Context: an optimization exercise on an open-source flow, tuned for small area, a short achievable clock period and few clock cycles. The choices shown serve that exercise and are no tape-out recipe. No activity file was given, so power comes from the tool's default toggle rates.

Setup of v6:
==> flow/design.v <==
package cic_decim_pkg;
  typedef enum logic [0:0] {
    ErrUpstream = 1'b0,
    ErrSequence = 1'b1
  } cic_err_bit_e;
  function automatic integer cic_growth(input integer rate, input integer m, input integer n);
    reg [127:0] prod;
    integer     i, b;
    begin
      prod = 128'd1;
      for (i = 0; i < n; i = i + 1) prod = prod * rate * m;
      cic_growth = 0;
      for (b = 0; b < 128; b = b + 1) if ((128'd1 << b) < prod) cic_growth = b + 1;
    end
  endfunction
  function automatic integer cic_ch_w(input integer channels);
    cic_ch_w = (channels > 1) ? $clog2(channels) : 1;
  endfunction
  localparam int unsigned DefW    = 16 + cic_growth(125, 1, 4);
  localparam int unsigned DefChW  = cic_ch_w(2);
endpackage
module cic_comb_chain #(
  parameter int unsigned W          = 44,
  parameter int unsigned STAGES     = 4,
  parameter int unsigned DIFF_DELAY = 1
) (
  input  logic [W-1:0]                           x,
  input  logic [STAGES*DIFF_DELAY-1:0][W-1:0]    dly,
  output logic [W-1:0]                           y,
  output logic [STAGES*DIFF_DELAY-1:0][W-1:0]    dly_next
);
  always_comb begin
    logic [W-1:0] stage_in;
    stage_in = x;
    for (int s = 0; s < STAGES; s++) begin
      dly_next[s*DIFF_DELAY] = stage_in;
      for (int j = 1; j < DIFF_DELAY; j++) dly_next[s*DIFF_DELAY+j] = dly[s*DIFF_DELAY+j-1];
      stage_in = stage_in - dly[s*DIFF_DELAY+DIFF_DELAY-1];
    end
    y = stage_in;
  end
endmodule
module cic_decim #(
  parameter int unsigned IN_W       = 16,
  parameter int unsigned OUT_W      = 16,
  parameter int unsigned STAGES     = 4,
  parameter int unsigned RATE       = 125,
  parameter int unsigned DIFF_DELAY = 1,
  parameter int unsigned CHANNELS   = 2,
  parameter int unsigned CH_W       = cic_decim_pkg::cic_ch_w(CHANNELS)
) (
  input  logic             clk,
  input  logic             reset_n,
  input  logic [IN_W-1:0]  in_data,
  input  logic [CH_W-1:0]  in_channel,
  input  logic             in_valid,
  output logic             in_ready,
  input  logic [1:0]       in_error,
  input  logic             in_startofpacket,
  input  logic             in_endofpacket,
  output logic [OUT_W-1:0] out_data,
  output logic [CH_W-1:0]  out_channel,
  output logic             out_valid,
  input  logic             out_ready,
  output logic [1:0]       out_error,
  output logic             out_startofpacket,
  output logic             out_endofpacket
);
  localparam int unsigned W    = IN_W + cic_decim_pkg::cic_growth(RATE, DIFF_DELAY, STAGES);
  localparam int unsigned PH_W = $clog2(RATE);
  logic unused_eop;
  assign unused_eop = in_endofpacket;
  logic [1:0]      rst_sh;       
  logic [2:0]      clr_cnt;      
  logic [2:0]      rpos;         
  logic            in_ready_q;
  logic            iv;           
  logic            go_q;         
  logic            cons_q;       
  logic            isd_q;        
  logic            exp_ch;
  logic [1:0][PH_W-1:0] ph;
  logic [1:0][1:0] err;
  logic [1:0]      pend;         
  logic            older;        
  logic            st1, st2;     
  logic            msel;         
  logic            p2, dmp;      
  logic            dz;           
  logic            out_valid_q;
  logic [IN_W-1:0] id;
  logic            che, sok, algn;
  logic [1:0]      ierr;
  logic [W-1:0]    s0_a, s0_b, s0_c, s0_d, s0_w;
  logic [W-1:0]    s1_a, s1_b, s1_c, s1_d, s1_w;
  logic [5:0][W-1:0] dr;         
  logic [W-1:0]    acc;
  logic [1:0][1:0] res_err;
  logic [OUT_W-1:0] out_data_q;
  logic            out_ch_q, out_sop_q;
  logic [1:0]      out_err_q;
  logic clr_int, clr_dly, hd;
  assign clr_int = rst_sh[1];
  assign clr_dly = (clr_cnt != 3'd6);
  assign hd      = rpos[0];
  logic start, proc_c, order_ok;
  assign proc_c   = (rpos >= 3'd3);
  assign order_ok = !pend[~proc_c] || (older == proc_c);
  assign start    = (rpos == 3'd0 || rpos == 3'd3) && pend[proc_c] && order_ok && !out_valid_q;
  logic exp_ch_n, ld, iv_n, che_in, che_n, sok_n, algn_n, blkc_n, go_n, cons_n;
  logic [1:0] pend_n, ph124_n, blk_n;
  logic [1:0][PH_W-1:0] ph_n;
  always_comb begin
    exp_ch_n = go_q ? ~che : exp_ch;
    ph_n = ph;
    if (go_q) ph_n[che] = isd_q ? '0 : ph[che] + PH_W'(1);
    pend_n = pend;
    if (start) pend_n[proc_c] = 1'b0;
    if (dz) pend_n[hd] = 1'b1;
    for (int c = 0; c < 2; c++) begin
      ph124_n[c] = (ph_n[c] == PH_W'(RATE - 1));
      blk_n[c]   = pend_n[c] && ph124_n[c];
    end
  end
  assign ld     = !iv || cons_q;           
  assign iv_n   = ld ? in_valid : iv;
  assign che_in = in_startofpacket ? 1'b0 : in_channel;
  assign che_n  = ld ? che_in : che;
  assign sok_n  = ld ? (in_startofpacket || (in_channel == exp_ch_n)) : sok;
  assign algn_n = ld ? (che_in != hd) : !algn;
  assign blkc_n = blk_n[che_n];
  assign go_n   = iv_n && sok_n && algn_n && !blkc_n;
  assign cons_n = iv_n && (!sok_n || (algn_n && !blkc_n));
  logic [W-1:0] xg, ag, bg, cg, a_new, b_new, c_new, d_new;
  assign xg = go_q ? {{(W-IN_W){id[IN_W-1]}}, id} : '0;
  assign ag = go_q ? s0_a : '0;
  assign bg = p2 ? s1_b : '0;
  assign cg = p2 ? s1_c : '0;
  assign a_new = s0_a + xg;
  assign b_new = s0_b + ag + xg;
  assign c_new = s1_c + bg;
  assign d_new = s1_d + cg + bg;
  logic [W-1:0] m, diff;
  assign m    = msel ? acc : s0_w;
  assign diff = m - dr[0];
  always_ff @(posedge clk or negedge reset_n) begin
    if (!reset_n) begin
      rst_sh      <= 2'b11;
      clr_cnt     <= '0;
      rpos        <= '0;
      in_ready_q  <= 1'b1;
      iv          <= 1'b0;
      go_q        <= 1'b0;
      cons_q      <= 1'b0;
      isd_q       <= 1'b0;
      exp_ch      <= 1'b0;
      ph          <= '0;
      err         <= '0;
      pend        <= '0;
      older       <= 1'b0;
      st1         <= 1'b0;
      st2         <= 1'b0;
      msel        <= 1'b0;
      p2          <= 1'b0;
      dmp         <= 1'b0;
      dz          <= 1'b0;
      out_valid_q <= 1'b0;
    end else begin
      rst_sh     <= {rst_sh[0], 1'b0};
      if (clr_cnt != 3'd6) clr_cnt <= clr_cnt + 3'd1;
      rpos       <= (rpos == 3'd5) ? 3'd0 : rpos + 3'd1;
      iv         <= iv_n;
      in_ready_q <= !iv_n || cons_n;
      go_q       <= go_n;
      cons_q     <= cons_n;
      isd_q      <= go_n && ph124_n[che_n];
      exp_ch     <= exp_ch_n;
      ph         <= ph_n;
      pend       <= pend_n;
      if (dz) older <= (pend[~hd] && !(start && proc_c == ~hd)) ? ~hd : hd;
      if (go_q) begin
        err[che] <= isd_q ? 2'b00 : (err[che] | ierr);
      end else if (cons_q) begin
        err[exp_ch][1] <= 1'b1;
      end
      p2   <= go_q;
      dmp  <= isd_q;
      dz   <= dmp;
      st1  <= start;
      st2  <= st1;
      msel <= start || st1;
      if (st2) out_valid_q <= 1'b1;
      else if (out_ready) out_valid_q <= 1'b0;
    end
  end
  always_ff @(posedge clk) begin
    if (ld) begin
      id   <= in_data;
      ierr <= in_error;
    end
    che  <= che_n;
    sok  <= sok_n;
    algn <= algn_n;
    if (isd_q) res_err[che] <= err[che] | ierr;
    s1_a <= a_new;
    s1_b <= b_new;
    s1_c <= clr_int ? '0 : s0_c;
    s1_d <= (dz || clr_int) ? '0 : s0_d;
    s1_w <= dz ? s0_d : s0_w;
    s0_a <= clr_int ? '0 : s1_a;
    s0_b <= clr_int ? '0 : s1_b;
    s0_c <= c_new;
    s0_d <= d_new;
    s0_w <= s1_w;
    for (int i = 0; i < 5; i++) dr[i] <= dr[i+1];
    dr[5] <= (start || msel) ? m : (clr_dly ? '0 : dr[0]);
    acc   <= diff;
    if (st2) begin
      out_data_q <= diff[W-1 -: OUT_W];
      out_ch_q   <= proc_c;
      out_sop_q  <= !proc_c;
      out_err_q  <= res_err[proc_c];
    end
  end
  assign in_ready          = in_ready_q;
  assign out_valid         = out_valid_q;
  assign out_data          = out_data_q;
  assign out_channel       = out_ch_q;
  assign out_error         = out_err_q;
  assign out_startofpacket = out_sop_q;
  assign out_endofpacket   = out_ch_q;
endmodule
==> flow/config.mk <==
export PLATFORM = sky130hd
export DESIGN_NAME = cic_decim
export DESIGN_NICKNAME = cic_decim
export VERILOG_FILES = /design/flow/design.v
export SDC_FILE = /design/flow/constraint.sdc
export NUM_CORES = 4
export LEC_CHECK = 0
export CAP_MARGIN = 20
export CORE_MARGIN = 2
export CORE_UTILIZATION = 40
export CTS_BUF_LIST = sky130_fd_sc_hd__clkbuf_16
export CTS_CLUSTER_DIAMETER = 60
export CTS_CLUSTER_SIZE = 22
export SLEW_MARGIN = 20
==> flow/constraint.sdc <==
create_clock -name core_clock -period 18.0 [get_ports {clk}]
set_input_delay 3.6000 -clock core_clock [delete_from_list [all_inputs] [get_ports {clk}]]
set_output_delay 3.6000 -clock core_clock [all_outputs]
set_load 0.01 [all_outputs]
standard.sh (not shown) runs the stock make flow with config.mk's settings and CLKGATE_MAP_FILE= SYNTH_SCRIPT=/design/flow/synth_recipe.tcl, a recipe that flattens the netlist after the stock synthesis.
==> flow/flow/run.sh <==
#!/bin/bash
# Layout flow: the standard layout (standard.sh, ORFS from synthesis to the final layout)
# with one change: the buffers that ORFS puts on every input and output port are buf_2 cells
# (ORFS otherwise picks its own, slow buffer cell for them).
# make's full output (every tool it runs) goes to flow.log in the work folder; ORFS keeps each
# step's own log under orfs/logs/.
set -euo pipefail
export BUFFER_PORTS_ARGS="-buffer_cell sky130_fd_sc_hd__buf_2"
bash standard.sh > flow.log 2>&1
Here is what was changed in the inputs of v7 compared with v6.
--- a/flow/design.v
+++ b/flow/design.v
@@ -129,19 +129,16 @@
   assign sok_n  = ld ? (in_startofpacket || (in_channel == exp_ch_n)) : sok;
   assign algn_n = ld ? (che_in != hd) : !algn;
   assign blkc_n = blk_n[che_n];
   assign go_n   = iv_n && sok_n && algn_n && !blkc_n;
   assign cons_n = iv_n && (!sok_n || (algn_n && !blkc_n));
-  logic [W-1:0] xg, ag, bg, cg, a_new, b_new, c_new, d_new;
-  assign xg = go_q ? {{(W-IN_W){id[IN_W-1]}}, id} : '0;
-  assign ag = go_q ? s0_a : '0;
-  assign bg = p2 ? s1_b : '0;
-  assign cg = p2 ? s1_c : '0;
-  assign a_new = s0_a + xg;
-  assign b_new = s0_b + ag + xg;
-  assign c_new = s1_c + bg;
-  assign d_new = s1_d + cg + bg;
+  logic [W-1:0] x, a_new, b_new, c_new, d_new;
+  assign x     = {{(W-IN_W){id[IN_W-1]}}, id};
+  assign a_new = go_q ? s0_a + x : s0_a;
+  assign b_new = go_q ? s0_b + s0_a + x : s0_b;
+  assign c_new = p2 ? s1_c + s1_b : s1_c;
+  assign d_new = p2 ? s1_d + s1_c + s1_b : s1_d;
   logic [W-1:0] m, diff;
   assign m    = msel ? acc : s0_w;
   assign diff = m - dr[0];
   always_ff @(posedge clk or negedge reset_n) begin
     if (!reset_n) begin
Notes after the runs:
- Compared with v6, v7 improves cell area.
- Ratio of cells with drive above 1 in the final layout: v7 vs v6 up 3.3 points
- After detailed routing, v6 needs more wire than v7.
- As far as final cycle utilization of the critical path is concerned, v7 and v6 perform about the same.
- When v7 is measured against v6, its design internal power turns out about 9% higher.
No functional check of the RTL was part of any run of this note.

## separate check: timing with driven ports
In the flow no input, the clock included, has a driving cell. The finished layouts below were timed again as built, in two steps.
Step 1 assumes that a clkbuf_16 drives the clock port and a buf_2 every other input.
Step 2 moves the port delays by t, midway between the first and last clock arrival at a register: inputs arrive t later, outputs are due t later. That takes back most of the time a late clock gives input paths.
Three values: ideal ports, drivers, drivers and shift; two values: the first two.
run	shift t [ns]	setup WS [ns]	latest minus earliest clock arrival (ns)	worst register clock-pin slew, ns
v6	0.681	12.987 / 12.987 / 12.600	0.044 / 0.044	0.09 / 0.09
v7	0.691	13.009 / 13.009 / 12.778	0.028 / 0.028	0.09 / 0.09
After both steps every run listed still meets setup and hold. The setup slack of v6, which loses most, moves by 0.000 ns with the drivers and by -0.387 ns with both steps.
